Context: an optimization exercise on an open-source flow, tuned for small area, a short achievable clock period and few clock cycles per item. The choices shown serve that exercise and are no tape-out recipe. Function was checked by simulation only, so behaviour that the tests miss may differ from the original.

==> flow/design.v <==
package iee_pkg;
    typedef logic [2:0] op_t;
    typedef logic [2:0] status_t;
    localparam op_t OP_NONE = 3'd0;
    localparam op_t OP_ADD  = 3'd1;
    localparam op_t OP_SUB  = 3'd2;
    localparam op_t OP_MUL  = 3'd3;
    localparam op_t OP_DIV  = 3'd4;
    localparam op_t OP_LPAR = 3'd5;
    localparam status_t ST_OK   = 3'd0;
    localparam status_t ST_DIV0 = 3'd1;
    localparam status_t ST_MAL  = 3'd2;
    localparam status_t ST_OVF  = 3'd3;
    localparam status_t ST_SAT  = 3'd4;
    localparam status_t ST_BAD  = 3'd5;
    localparam logic [7:0] CH_PLUS  = 8'h2B;
    localparam logic [7:0] CH_MINUS = 8'h2D;
    localparam logic [7:0] CH_STAR  = 8'h2A;
    localparam logic [7:0] CH_SLASH = 8'h2F;
    localparam logic [7:0] CH_LPAR  = 8'h28;
    localparam logic [7:0] CH_RPAR  = 8'h29;
    localparam logic [7:0] CH_DOT   = 8'h2E;
    localparam logic [7:0] CH_ZERO  = 8'h30;
    localparam logic [7:0] CH_NINE  = 8'h39;
    localparam logic [7:0] CH_SPACE = 8'h20;
    typedef struct packed {
        logic       start;
        op_t        op;
    } alu_req_t;
endpackage
import iee_pkg::*;
module iee_alu #(
    parameter int VW = 48,
    parameter int FB = 16
) (
    input  logic               clk,
    input  logic               rst_n,
    input  iee_pkg::alu_req_t  req,
    input  logic [VW-1:0]      a,
    input  logic [VW-1:0]      b,
    output logic               done,
    output logic [VW-1:0]      res,
    output iee_pkg::status_t   err
);
    localparam int NW  = VW + FB;           
    localparam int PW  = 2 * VW;            
    localparam int CW  = $clog2(NW + 1);
    localparam int MH  = (VW + 1) / 2;      
    localparam logic [1:0] S_IDLE = 2'd0;
    localparam logic [1:0] S_MUL  = 2'd1;
    localparam logic [1:0] S_DIV  = 2'd2;
    localparam logic [1:0] S_FIN  = 2'd3;
    logic [1:0]      state_reg, state_next;
    logic [CW-1:0]   cnt_reg, cnt_next;
    logic [VW-1:0]   x_reg, x_next, y_reg, y_next;
    logic            neg_reg, neg_next;
    logic [PW-1:0]   acc_reg, acc_next;        
    logic [NW-1:0]   num_reg, num_next;        
    logic [VW:0]     rem_reg, rem_next;
    logic            isdiv_reg, isdiv_next;
    logic            done_reg, done_next;
    logic [VW-1:0]   res_reg, res_next;
    iee_pkg::status_t         err_reg;
    iee_pkg::status_t         err_next;
    logic [VW-1:0]   vmax, xa, yb;
    logic [VW:0]     sum, rsh;
    logic [MH-1:0]   ph;
    logic [PW-1:0]   pp, rnd, mag;
    logic [VW-1:0]   lim;
    logic            ovf;
    assign vmax = {1'b0, {(VW-1){1'b1}}};
    assign xa   = a[VW-1] ? (~a + 1'b1) : a;
    assign yb   = b[VW-1] ? (~b + 1'b1) : b;
    assign done = done_reg;
    assign res  = res_reg;
    assign err  = err_reg;
    always_comb
    begin
        state_next = state_reg;
        cnt_next   = cnt_reg;
        x_next     = x_reg;
        y_next     = y_reg;
        neg_next   = neg_reg;
        acc_next   = acc_reg;
        num_next   = num_reg;
        rem_next   = rem_reg;
        isdiv_next = isdiv_reg;
        done_next  = 1'b0;
        res_next   = res_reg;
        err_next   = ST_OK;
        sum        = '0;
        rsh        = '0;
        ph         = '0;
        pp         = '0;
        rnd        = '0;
        mag        = '0;
        lim        = '0;
        ovf        = 1'b0;
        case (state_reg)
            S_IDLE:
            begin
                if (req.start) begin
                    neg_next = a[VW-1] ^ b[VW-1];
                    x_next   = xa;
                    y_next   = yb;
                    acc_next = '0;
                    cnt_next = '0;
                    if (req.op == OP_ADD || req.op == OP_SUB) begin
                        sum = (req.op == OP_ADD) ? ({a[VW-1], a} + {b[VW-1], b})
                                                 : ({a[VW-1], a} - {b[VW-1], b});
                        done_next = 1'b1;
                        if (sum[VW] != sum[VW-1]) begin
                            err_next = ST_SAT;
                            res_next = sum[VW] ? ~vmax : vmax;
                        end else begin
                            res_next = sum[VW-1:0];
                        end
                    end else if (req.op == OP_MUL) begin
                        isdiv_next = 1'b0;
                        state_next = S_MUL;
                    end else if (req.op == OP_DIV) begin
                        if (b == '0) begin
                            done_next = 1'b1;
                            err_next  = ST_DIV0;
                            res_next  = '0;
                        end else begin
                            isdiv_next = 1'b1;
                            num_next   = {xa, {FB{1'b0}}};
                            rem_next   = '0;
                            state_next = S_DIV;
                        end
                    end else begin
                        done_next = 1'b1;
                        err_next  = ST_MAL;
                        res_next  = '0;
                    end
                end
            end
            S_MUL:
            begin
                ph = cnt_reg[0] ? MH'(y_reg >> MH) : y_reg[MH-1:0];
                pp = PW'(x_reg) * PW'(ph);
                acc_next = acc_reg + (cnt_reg[0] ? (pp << MH) : pp);
                cnt_next = cnt_reg + 1'b1;
                if (cnt_reg[0]) state_next = S_FIN;
            end
            S_DIV:
            begin
                rsh = {rem_reg[VW-1:0], num_reg[NW-1]};
                num_next = num_reg << 1;
                if (rsh >= {1'b0, y_reg}) begin
                    rem_next = rsh - {1'b0, y_reg};
                    acc_next = {acc_reg[PW-2:0], 1'b1};
                end else begin
                    rem_next = rsh;
                    acc_next = {acc_reg[PW-2:0], 1'b0};
                end
                cnt_next = cnt_reg + 1'b1;
                if (cnt_reg == CW'(NW - 1)) state_next = S_FIN;
            end
            S_FIN:
            begin
                if (isdiv_reg) begin
                    mag = acc_reg + PW'(({rem_reg, 1'b0} >= {2'b0, y_reg}) ? 1 : 0);
                end else begin
                    rnd = acc_reg + (PW'(1) << (FB - 1));
                    mag = rnd >> FB;
                end
                lim = neg_reg ? (vmax + 1'b1) : vmax;
                ovf = (mag[PW-1:VW] != '0) || (mag[VW-1:0] > lim);
                if (ovf) begin
                    err_next = ST_SAT;
                    mag      = PW'(lim);
                end
                res_next   = neg_reg ? (~mag[VW-1:0] + 1'b1) : mag[VW-1:0];
                done_next  = 1'b1;
                state_next = S_IDLE;
            end
            default: state_next = S_IDLE;
        endcase
    end
    always_ff @(posedge clk or negedge rst_n)
    begin
        if (!rst_n) begin
            state_reg <= S_IDLE;
            done_reg  <= 1'b0;
            err_reg   <= ST_OK;
        end else begin
            state_reg <= state_next;
            done_reg  <= done_next;
            err_reg   <= err_next;
        end
    end
    always_ff @(posedge clk)
    begin
        cnt_reg   <= cnt_next;
        x_reg     <= x_next;
        y_reg     <= y_next;
        neg_reg   <= neg_next;
        acc_reg   <= acc_next;
        num_reg   <= num_next;
        rem_reg   <= rem_next;
        isdiv_reg <= isdiv_next;
        res_reg   <= res_next;
    end
endmodule
import iee_pkg::*;
module infix_expression_evaluator_unit #(
    parameter int STACK_DEPTH     = 16,
    parameter int FRAC_BITS       = 16,
    parameter int VALUE_WIDTH     = 48,
    parameter int MAX_FRAC_DIGITS = 6
) (
    input  logic                    clk,
    input  logic                    rst_n,
    input  logic                    in_valid,
    output logic                    in_ready,
    input  logic [7:0]              char_code,
    input  logic                    last,
    output logic                    out_valid,
    input  logic                    out_ready,
    output logic [VALUE_WIDTH-1:0]  value,
    output logic [2:0]              status
);
    localparam int VW  = VALUE_WIDTH;
    localparam int FB  = FRAC_BITS;
    localparam int AW  = (STACK_DEPTH > 1) ? $clog2(STACK_DEPTH) : 1;
    localparam int CNW = $clog2(STACK_DEPTH + 1);
    localparam int FDW = $clog2(MAX_FRAC_DIGITS + 1);
    localparam int DECW = 4 * MAX_FRAC_DIGITS;      
    localparam int FNW = DECW + FB + 1;             
    localparam int DVW = 4 * MAX_FRAC_DIGITS;       
    localparam int FCW = $clog2(FNW + 1);
    localparam logic [3:0] S_IDLE  = 4'd0;
    localparam logic [3:0] S_CHAR  = 4'd1;
    localparam logic [3:0] S_FDIV  = 4'd2;
    localparam logic [3:0] S_PUSHN = 4'd3;
    localparam logic [3:0] S_DISP  = 4'd4;
    localparam logic [3:0] S_TOPOP = 4'd5;
    localparam logic [3:0] S_RDV   = 4'd6;
    localparam logic [3:0] S_RDV2  = 4'd7;
    localparam logic [3:0] S_ALU   = 4'd8;
    localparam logic [3:0] S_WAIT  = 4'd9;
    localparam logic [3:0] S_FINV  = 4'd10;
    localparam logic [3:0] S_OUT   = 4'd11;
    localparam logic [1:0] K_CH  = 2'd0;    
    localparam logic [1:0] K_END = 2'd1;    
    logic [VW-1:0] vmem [STACK_DEPTH];
    logic [2:0]    omem [STACK_DEPTH];
    logic [VW-1:0] vrd_reg;
    logic [2:0]    ord_reg;
    logic          vwe, owe;
    logic [AW-1:0] vwa, vra, owa, ora;
    logic [VW-1:0] vwd;
    iee_pkg::op_t           owd;
    logic [3:0]     state_reg, state_next;
    logic [7:0]     ch_reg, ch_next;
    logic           last_reg, last_next;
    logic [1:0]     kind_reg, kind_next;
    logic [CNW-1:0] vcnt_reg, vcnt_next, ocnt_reg, ocnt_next;
    logic [VW-1:0]  nacc_reg, nacc_next;
    logic [DECW-1:0] fdec_reg, fdec_next;
    logic [FDW-1:0] fdig_reg, fdig_next;
    logic           innum_reg, innum_next, dot_reg, dot_next, dot2_reg, dot2_next;
    iee_pkg::status_t        err_reg;
    iee_pkg::status_t        err_next;
    iee_pkg::op_t            pend_reg;      
    iee_pkg::op_t            pend_next;
    logic           rpar_reg, rpar_next;      
    logic [VW-1:0]  bval_reg, bval_next;
    logic [FNW-1:0] fnum_reg, fnum_next;
    logic [DVW:0]   frem_reg, frem_next;
    logic [FB+DECW:0] fq_reg, fq_next;
    logic [DVW-1:0] fden_reg, fden_next;
    logic [FCW-1:0] fcnt_reg, fcnt_next;
    logic           ov_reg, ov_next;
    logic [VW-1:0]  oval_reg, oval_next;
    iee_pkg::status_t        ost_reg;
    iee_pkg::status_t        ost_next;
    iee_pkg::alu_req_t       areq;
    logic           adone;
    logic [VW-1:0]  ares;
    iee_pkg::status_t        aerr;
    logic [VW-1:0]  vmax, dv, fv, nx10;
    logic [VW+4:0]  prod10;
    logic           hard, isdig, isws;
    logic [3:0]     dig;
    iee_pkg::op_t            chop;
    logic [DVW:0]   frsh;
    logic [DVW-1:0] pw10;
    logic [VW:0]    fsum;
    assign vmax = {1'b0, {(VW-1){1'b1}}};
    logic [1:0]     prec_top, prec_pend;
    assign prec_top  = (ord_reg == OP_ADD || ord_reg == OP_SUB) ? 2'd1 :
                       (ord_reg == OP_MUL || ord_reg == OP_DIV) ? 2'd2 : 2'd0;
    assign prec_pend = (pend_reg == OP_ADD || pend_reg == OP_SUB) ? 2'd1 :
                       (pend_reg == OP_MUL || pend_reg == OP_DIV) ? 2'd2 : 2'd0;
    assign hard = (err_reg != ST_OK) && (err_reg != ST_SAT);
    iee_alu #(.VW(VW), .FB(FB)) u_alu (
        .clk  (clk),
        .rst_n(rst_n),
        .req  (areq),
        .a    (vrd_reg),
        .b    (bval_reg),
        .done (adone),
        .res  (ares),
        .err  (aerr)
    );
    always_ff @(posedge clk)
    begin
        if (vwe) vmem[vwa] <= vwd;
        if (owe) omem[owa] <= owd;
        vrd_reg <= vmem[vra];
        ord_reg <= omem[ora];
    end
    always_comb
    begin
        pw10 = DVW'(1);
        for (int i = 0; i < MAX_FRAC_DIGITS; i++)
            if (FDW'(i) < fdig_reg) pw10 = DVW'(pw10 * 4'd10);
    end
    assign in_ready  = (state_reg == S_IDLE);
    assign out_valid = ov_reg;
    assign value     = oval_reg;
    assign status    = ost_reg;
    always_comb
    begin
        state_next = state_reg;
        ch_next    = ch_reg;
        last_next  = last_reg;
        kind_next  = kind_reg;
        vcnt_next  = vcnt_reg;
        ocnt_next  = ocnt_reg;
        nacc_next  = nacc_reg;
        fdec_next  = fdec_reg;
        fdig_next  = fdig_reg;
        innum_next = innum_reg;
        dot_next   = dot_reg;
        dot2_next  = dot2_reg;
        err_next   = err_reg;
        pend_next  = pend_reg;
        rpar_next  = rpar_reg;
        bval_next  = bval_reg;
        fnum_next  = fnum_reg;
        frem_next  = frem_reg;
        fq_next    = fq_reg;
        fden_next  = fden_reg;
        fcnt_next  = fcnt_reg;
        ov_next    = ov_reg;
        oval_next  = oval_reg;
        ost_next   = ost_reg;
        vwe = 1'b0; vwa = '0; vwd = '0; vra = '0;
        owe = 1'b0; owa = '0; owd = OP_NONE; ora = '0;
        areq.start = 1'b0;
        areq.op    = OP_NONE;
        isdig  = (ch_reg >= CH_ZERO) && (ch_reg <= CH_NINE);
        isws   = (ch_reg == CH_SPACE) || ((ch_reg >= 8'd9) && (ch_reg <= 8'd13));
        dig    = 4'(ch_reg - CH_ZERO);
        dv     = VW'(dig) << FB;
        prod10 = (VW+5)'(nacc_reg) * 5'd10;
        nx10   = '0;
        frsh   = '0;
        fv     = '0;
        fsum   = '0;
        chop   = OP_NONE;
        case (ch_reg)
            CH_PLUS:  chop = OP_ADD;
            CH_MINUS: chop = OP_SUB;
            CH_STAR:  chop = OP_MUL;
            CH_SLASH: chop = OP_DIV;
            default:  chop = OP_NONE;
        endcase
        if (ov_reg && out_ready) ov_next = 1'b0;
        case (state_reg)
            S_IDLE:
            begin
                if (in_valid) begin
                    ch_next    = char_code;
                    last_next  = last;
                    state_next = S_CHAR;
                end
            end
            S_CHAR:
            begin
                ora = AW'(ocnt_reg - 1'b1);
                if (hard) begin
                    state_next = last_reg ? S_FINV : S_IDLE;
                end else if (isdig) begin
                    if (!innum_reg) begin
                        innum_next = 1'b1; dot_next = 1'b0; dot2_next = 1'b0;
                        fdec_next = '0; fdig_next = '0; nacc_next = '0;
                    end
                    if (innum_reg && dot2_reg) begin
                    end else if (innum_reg && dot_reg) begin
                        if (fdig_reg < FDW'(MAX_FRAC_DIGITS)) begin
                            fdec_next = DECW'(fdec_reg * 4'd10 + DECW'(dig));
                            fdig_next = fdig_reg + 1'b1;
                        end
                    end else begin
                        nx10 = innum_reg ? nacc_reg : '0;
                        prod10 = (VW+5)'(nx10) * 5'd10 + (VW+5)'(dv);
                        if (prod10 > (VW+5)'(vmax)) begin
                            err_next  = ((err_reg == ST_OK) ? ST_SAT : err_reg);
                            nacc_next = vmax;
                        end else begin
                            nacc_next = prod10[VW-1:0];
                        end
                    end
                    state_next = last_reg ? S_DISP : S_IDLE;
                    kind_next  = K_END;
                end else if (ch_reg == CH_DOT) begin
                    if (!innum_reg) begin
                        innum_next = 1'b1; dot_next = 1'b1; dot2_next = 1'b0;
                        fdec_next = '0; fdig_next = '0; nacc_next = '0;
                    end else if (dot_reg) begin
                        dot2_next = 1'b1;
                    end else begin
                        dot_next = 1'b1;
                    end
                    state_next = last_reg ? S_DISP : S_IDLE;
                    kind_next  = K_END;
                end else begin
                    kind_next = K_CH;
                    state_next = S_DISP;
                end
            end
            S_DISP:
            begin
                ora = AW'(ocnt_reg - 1'b1);
                if (innum_reg && !hard) begin
                    innum_next = 1'b0;
                    fnum_next  = FNW'({fdec_reg, {FB{1'b0}}}) + FNW'(pw10 >> 1);
                    fden_next  = pw10;
                    frem_next  = '0;
                    fq_next    = '0;
                    fcnt_next  = '0;
                    state_next = (fdig_reg != '0) ? S_FDIV : S_PUSHN;
                end else if (hard) begin
                    state_next = last_reg ? S_FINV : S_IDLE;
                end else if (kind_reg == K_CH) begin
                    kind_next = K_END;
                    if (isws) begin
                        state_next = last_reg ? S_DISP : S_IDLE;
                    end else if (ch_reg == CH_LPAR) begin
                        if (ocnt_reg >= CNW'(STACK_DEPTH)) begin
                            err_next = ((err_reg == ST_OK || err_reg == ST_SAT) ? ST_OVF : err_reg);
                        end else begin
                            owe = 1'b1; owa = AW'(ocnt_reg); owd = OP_LPAR;
                            ocnt_next = ocnt_reg + 1'b1;
                        end
                        state_next = last_reg ? S_RDV2 : S_IDLE;
                    end else if (ch_reg == CH_RPAR) begin
                        rpar_next  = 1'b1;
                        pend_next  = OP_NONE;
                        state_next = S_TOPOP;
                    end else if (chop != OP_NONE) begin
                        pend_next  = chop;
                        rpar_next  = 1'b0;
                        state_next = S_TOPOP;
                    end else begin
                        err_next   = ((err_reg == ST_OK || err_reg == ST_SAT) ? ST_BAD : err_reg);
                        state_next = last_reg ? S_FINV : S_IDLE;
                    end
                end else begin
                    pend_next  = OP_NONE;
                    rpar_next  = 1'b0;
                    state_next = last_reg ? S_TOPOP : S_IDLE;
                end
            end
            S_FDIV:
            begin
                frsh = {frem_reg[DVW-1:0], fnum_reg[FNW-1]};
                fnum_next = fnum_reg << 1;
                if (frsh >= {1'b0, fden_reg}) begin
                    frem_next = frsh - {1'b0, fden_reg};
                    fq_next   = {fq_reg[FB+DECW-1:0], 1'b1};
                end else begin
                    frem_next = frsh;
                    fq_next   = {fq_reg[FB+DECW-1:0], 1'b0};
                end
                fcnt_next = fcnt_reg + 1'b1;
                if (fcnt_reg == FCW'(FNW - 1)) state_next = S_PUSHN;
            end
            S_PUSHN:
            begin
                fv = (fdig_reg != '0) ? VW'(fq_reg) : '0;
                fsum = {1'b0, nacc_reg} + {1'b0, fv};
                if (fsum > {1'b0, vmax}) begin
                    err_next = ((err_reg == ST_OK) ? ST_SAT : err_reg);
                    fsum = {1'b0, vmax};
                end
                if (vcnt_reg >= CNW'(STACK_DEPTH)) begin
                    err_next = ((err_reg == ST_OK || err_reg == ST_SAT) ? ST_OVF : err_reg);
                end else begin
                    vwe = 1'b1; vwa = AW'(vcnt_reg); vwd = fsum[VW-1:0];
                    vcnt_next = vcnt_reg + 1'b1;
                end
                ora = AW'(ocnt_reg - 1'b1);
                state_next = S_DISP;
            end
            S_TOPOP:
            begin
                ora = AW'(ocnt_reg - 1'b1);
                if (hard) begin
                    state_next = last_reg ? S_FINV : S_IDLE;
                end else if (rpar_reg) begin
                    if (ocnt_reg == '0) begin
                        err_next   = ((err_reg == ST_OK || err_reg == ST_SAT) ? ST_MAL : err_reg);
                        rpar_next  = 1'b0;
                        state_next = last_reg ? S_TOPOP : S_IDLE;
                    end else if (ord_reg == OP_LPAR) begin
                        ocnt_next  = ocnt_reg - 1'b1;
                        rpar_next  = 1'b0;
                        state_next = S_RDV2;
                    end else begin
                        state_next = S_RDV;
                    end
                end else if (pend_reg != OP_NONE) begin
                    if (ocnt_reg != '0 && ord_reg != OP_LPAR &&
                        prec_top >= prec_pend) begin
                        state_next = S_RDV;
                    end else begin
                        if (ocnt_reg >= CNW'(STACK_DEPTH)) begin
                            err_next = ((err_reg == ST_OK || err_reg == ST_SAT) ? ST_OVF : err_reg);
                        end else begin
                            owe = 1'b1; owa = AW'(ocnt_reg); owd = pend_reg;
                            ocnt_next = ocnt_reg + 1'b1;
                        end
                        pend_next  = OP_NONE;
                        state_next = last_reg ? S_RDV2 : S_IDLE;
                    end
                end else if (last_reg) begin
                    if (ocnt_reg == '0) begin
                        state_next = S_FINV;
                    end else if (ord_reg == OP_LPAR) begin
                        err_next   = ((err_reg == ST_OK || err_reg == ST_SAT) ? ST_MAL : err_reg);
                        ocnt_next  = ocnt_reg - 1'b1;
                        state_next = S_FINV;
                    end else begin
                        state_next = S_RDV;
                    end
                end else begin
                    state_next = S_IDLE;
                end
            end
            S_RDV2:
            begin
                ora = AW'(ocnt_reg - 1'b1);
                if (last_reg || rpar_reg || pend_reg != OP_NONE) begin
                    state_next = S_TOPOP;
                end else begin
                    state_next = S_IDLE;
                end
            end
            S_RDV:
            begin
                ocnt_next = ocnt_reg - 1'b1;
                pend_next = pend_reg;
                ch_next   = ch_reg;
                if (vcnt_reg < CNW'(2)) begin
                    err_next   = ((err_reg == ST_OK || err_reg == ST_SAT) ? ST_MAL : err_reg);
                    state_next = last_reg ? S_FINV : S_IDLE;
                end else begin
                    vra = AW'(vcnt_reg - 1'b1);
                    state_next = S_ALU;
                end
                bval_next = '0;
                fden_next = DVW'(ord_reg);
            end
            S_ALU:
            begin
                bval_next  = vrd_reg;
                vra        = AW'(vcnt_reg - 2'd2);
                state_next = S_WAIT;
                fcnt_next  = '0;
            end
            S_WAIT:
            begin
                if (fcnt_reg == '0) begin
                    areq.start = 1'b1;
                    areq.op    = iee_pkg::op_t'(fden_reg[2:0]);
                    fcnt_next  = FCW'(1);
                end
                if (adone) begin
                    err_next  = ((aerr == ST_SAT) ? ((err_reg == ST_OK) ? ST_SAT : err_reg) :
                               ((aerr != ST_OK) && (err_reg == ST_OK || err_reg == ST_SAT)) ? aerr : err_reg);
                    vwe = 1'b1; vwa = AW'(vcnt_reg - 2'd2); vwd = ares;
                    vcnt_next = vcnt_reg - 1'b1;
                    ora = AW'(ocnt_reg - 1'b1);
                    state_next = S_RDV2;
                end
            end
            S_FINV:
            begin
                vra = '0;
                if (!hard && vcnt_reg != CNW'(1)) err_next = ((err_reg == ST_OK || err_reg == ST_SAT) ? ST_MAL : err_reg);
                state_next = S_OUT;
            end
            S_OUT:
            begin
                if (!ov_reg) begin
                    ov_next   = 1'b1;
                    ost_next  = err_reg;
                    oval_next = hard ? '0 : vrd_reg;
                    vcnt_next = '0; ocnt_next = '0;
                    innum_next = 1'b0; dot_next = 1'b0; dot2_next = 1'b0;
                    nacc_next = '0; fdec_next = '0; fdig_next = '0;
                    err_next  = ST_OK;
                    pend_next = OP_NONE; rpar_next = 1'b0;
                    state_next = S_IDLE;
                end
            end
            default: state_next = S_IDLE;
        endcase
    end
    always_ff @(posedge clk or negedge rst_n)
    begin
        if (!rst_n) begin
            state_reg <= S_IDLE;
            vcnt_reg  <= '0;
            ocnt_reg  <= '0;
            innum_reg <= 1'b0;
            dot_reg   <= 1'b0;
            dot2_reg  <= 1'b0;
            nacc_reg  <= '0;
            fdec_reg  <= '0;
            fdig_reg  <= '0;
            err_reg   <= ST_OK;
            pend_reg  <= OP_NONE;
            rpar_reg  <= 1'b0;
            ov_reg    <= 1'b0;
            kind_reg  <= K_CH;
        end else begin
            state_reg <= state_next;
            vcnt_reg  <= vcnt_next;
            ocnt_reg  <= ocnt_next;
            innum_reg <= innum_next;
            dot_reg   <= dot_next;
            dot2_reg  <= dot2_next;
            nacc_reg  <= nacc_next;
            fdec_reg  <= fdec_next;
            fdig_reg  <= fdig_next;
            err_reg   <= err_next;
            pend_reg  <= pend_next;
            rpar_reg  <= rpar_next;
            ov_reg    <= ov_next;
            kind_reg  <= kind_next;
        end
    end
    always_ff @(posedge clk)
    begin
        ch_reg   <= ch_next;
        last_reg <= last_next;
        bval_reg <= bval_next;
        fnum_reg <= fnum_next;
        frem_reg <= frem_next;
        fq_reg   <= fq_next;
        fden_reg <= fden_next;
        fcnt_reg <= fcnt_next;
        oval_reg <= oval_next;
        ost_reg  <= ost_next;
    end
endmodule
==> flow/run.sh <==
#!/bin/bash
# synth_recipe.tcl (not shown) runs the flow's synth.tcl, then flattens the netlist and writes it again
# the make line also repeats each setting of config.mk as NAME=value (left out here)
make -C /OpenROAD-flow-scripts/flow DESIGN_CONFIG=/design/flow/config.mk WORK_HOME=/design/flow/orfs CLKGATE_MAP_FILE= SYNTH_SCRIPT=/design/flow/synth_recipe.tcl finish
==> flow/config.mk <==
export PLATFORM = sky130hd
export DESIGN_NAME = infix_expression_evaluator_unit
export DESIGN_NICKNAME = infix_expression_evaluator_unit
export VERILOG_FILES = /design/flow/design.v
export SDC_FILE = /design/flow/constraint.sdc
export NUM_CORES = 4
export LEC_CHECK = 0
export CAP_MARGIN = 20
export CORE_MARGIN = 2
export CORE_UTILIZATION = 40
export SLEW_MARGIN = 20
==> flow/constraint.sdc <==
create_clock -name core_clock -period 14.0 [get_ports {clk}]
set_input_delay 2.8000 -clock core_clock [delete_from_list [all_inputs] [get_ports {clk}]]
set_output_delay 2.8000 -clock core_clock [all_outputs]
set_load 0.01 [all_outputs]
==> qor.yml <==
floorplan:
  start_util_pct: 40.27
  coreArea_mm2: 0.3277
  io_pins: 66
  row_count: 210
  die_w_um: 578.3
  die_h_um: 578.3
  fp.dieArea_mm2: 0.3345
synth:
  syn_area_mm2: 0.1319
  synth_top_area_share_pct: 31.98
  synth-seq-cells: 1563
  synth_cells: 13778
  ys_warn_count: 2
  synth_top_area_cell: "edfxtp_1"
  synth_common_cells: "nand2_1 (2182), edfxtp_1 (1405), fa_1 (1022), inv_1 (969), ha_1 (743)"
  synth_area_leaders: "edfxtp_1 (32%), fa_1 (16%), ha_1 (7.0%), nand2_1 (6.2%), xnor2_1 (3.3%)"
  synth-edff-count: 1405
  synth_most_common_cell: "nand2_1"
  avgSynthCellArea_um2: 9.576
  dominantRegCellSynth: "edfxtp_1"
  yosysUniqueCellTypes: 109
  async_reset_ff_share_pct: 6.846
  ys_seq_area_share_pct: 34.78
clocking:
  cts_tree: "yes"
  clk_path_buf_depth: 3
  cts-htree-levels: 4
  cts_made_buffers: 175
  clk_pin_slew_ps: 70
  clock_latency_ps: 900
  root_buffer: "clkbuf_16"
  cts.sinks: 1563
  post-cts-setup-buffer-count: 0
worst_setup_path:
  critPathMaxFanout: 47
  criticalPathCategory: "reg2reg"
  crit_top_cell: "fa_1"
  worst-path-buf-inv: 4
  critPathSlowestCell: "o41ai_1"
  critPathTopFamily: "compound AO/OA/AOI/OAI gates"
  critPathRequiredTime_ps: 14550
  timing.rr.start: "u_alu.cnt_reg[0]"
  crit_path_end_kind: "flip-flop"
  reg2reg_depth: 38
  worst_path_largest_cell_delay_ps: 860
  timing.rr.end: "u_alu.acc_reg[93]"
  cp-start-kind: "flip-flop"
  r2r_slack_ps: 970
  worst_ep_arrival_time_ps: 13580
timing:
  hold_violations: 0
  rsz0062_at_grt: "false"
  finalSetupViolCount: 0
  period_share_pct: 93.04
  period_needed_ps: 13030
  slew_viol_final: 0
  slew_headroom_pct: 13.57
  tightest_slew_ps: 1292
  fin_ws_ps: 974.9
  tns_ps: 0
  fin_worst_skew_ps: 100.5
  max_freq_mhz: 76.77
cells_and_area:
  finalNonFillerCells: 17976
  largest_reg_flops: 768
  post-route-cell-area_mm2: 0.1436
  drive_above_1_share_pct: 5.361
  finalNetCount: 15243
  area_growth_pct: 8.836
placement:
  globalplace.congestion: 0.9489
  hpwl_mm: 304.8
  pre_cts_slack_ps: 1030
  detailed_place.area_mm2: 0.1375
  dp_cells: 17631
  io_buffer_count: 65
detailed_routing:
  vias_per_cell: 5.682
  routed_wl_mm: 420.0
  drt-initial-drc-count: 10019
  drc: 0
  wire_per_inst_um: 23.36
  firstDrtPassIters: 6
  antenna_left: 0
  vias: 102140
hold_path:
  holdPathEnd: "nacc_reg[3]"
  whs_path_depth: 2
  hold_class: "reg2reg"
  hold_start: "nacc_reg[3]"
global_routing:
  grt_overflow: 0
  grt_pass1_vias: 99958
  antenna_found_initial: 15
  gr-usage-all-layers_pct: 24.87
  grt_pass1_wl_mm: 634.6
  grt_max_degree: 170
flow_run:
  drv_cap: 0
run_status:
  status: "finished clean"
[what timing repair did]
item	in CTS	in global routing
endpoints found under the setup margin	0	1
hold buffers	0	0
gates resized for setup	0	1
[how the worst max path moves through the flow]
stage,endpoint,depth (start not counted),slack [ps],startpoint
finish,u_alu.acc_reg[93],38,970,u_alu.cnt_reg[0]
global placement,u_alu.acc_reg[93],45,1110,u_alu.cnt_reg[0]
CTS,u_alu.acc_reg[93],45,910,u_alu.cnt_reg[0]
global route,u_alu.acc_reg[93],45,100,u_alu.cnt_reg[0]
detailed placement,u_alu.acc_reg[93],41,1030,u_alu.cnt_reg[0]
floorplan,u_alu.acc_reg[93],51,2290,u_alu.cnt_reg[0]
[layer usage]
layer	wire length [um]	share of wire (%)	GRT usage, %	vias up
met4	17690	4.2	9.468	2
li1	-	-	-	46847
met2	192500	46	40.05	3775
met5	11	0.0026	0	-
met1	179700	43	33.84	50836
met3	30150	7.2	3.648	680
[final cells by class]
cell class / instances / area, um2
diodes: 13 / 32.53
clock buffers: 221 / 4672
clock inverters: 108 / 1341
fillers: 31414 / 184100
inverters: 972 / 3650
multi-input cells: 10469 / 80120
flip-flops and latches: 1563 / 45890
well taps: 4346 / 5438
repair buffers: 284 / 2462
[layout by cell type (no fill, tap or decap), drive strengths merged, types with 65 or more instances in the layout]
cell type  synthesis  layout
fa              1022    1022
clkinv             3      77
a21oi            663     663
dfrtp            107     107
and3             264     264
nor3             215     215
o21bai            87      87
a22oi             69      69
ha               743     743
xnor2            503     503
nand3            399     399
o21ai            620     621
or3               90      90
inv              969     977
buf               45     220
o21a              71      71
nand2b            93      93
a311oi           151     151
clkbuf           736     221
nand4            140     140
nor2             670     670
edfxtp          1405    1405
mux2              70      70
nor2b            434     434
xor2             250     250
o31ai             67      67
nand2           2184    2184
a31oi            107     107
nor4              65      65
a21o             299     299
and2             600     600
[cells by family after synthesis]
kind of cell	count (synthesis)	share of synthesized area (%)
mux	131	1.091
simple gates	5301	19.41
flops	1563	34.78
compound gates	2509	12.14
xor+xnor	754	5.016
buf+inv	1753	5.008
other cells	2	0.005692
fa+ha+maj	1765	22.55
[metrics by stage]
stage	hold slack [ps]	util, %
2_1_floorplan	447.3	-
3_3_place_gp	501.8	41.94
3_5_place_dp	503.2	41.96
4_1_cts	520.7	43.80
5_1_grt	531.1	43.82
6_report	519.1	43.83
[worst reg2reg max path: cells and delay by family, from the launching register on]
kind,cells,cell delay (ps)
muxes,1,290
DFF,1,400
xor gates and xnor gates,2,800
and+or+nand+nor,8,1460
adders and majority gates,9,4260
buffers and inverters,4,1010
AOI/OAI and AO/OA,14,4520
Testbench counts, summed over its fixed seeds: cycles 161,242, exprs 512.

port drivers added, routing unchanged:
Ports are ideal in the flow. The routed layout listed here was re-timed in OpenROAD.
Step 1 assumes that a clkbuf_16 drives the clock port and a buf_2 every other input.
Step 2 moves the port delays by t, midway between the first and last clock arrival at a register: inputs arrive t later, outputs are due t later. That takes back most of the time a late clock gives input paths.
Three values: ideal, step 1, step 2; two values: the first two.
shift t [ns]: 0.941
slack for setup (ns): 0.975 / 0.975 / 0.975
worst setup path after step 2: register to register
After both steps this run still meets setup and hold. For this run, drivers alone change the setup slack by 0.000 ns; drivers and shift together by 0.000 ns.
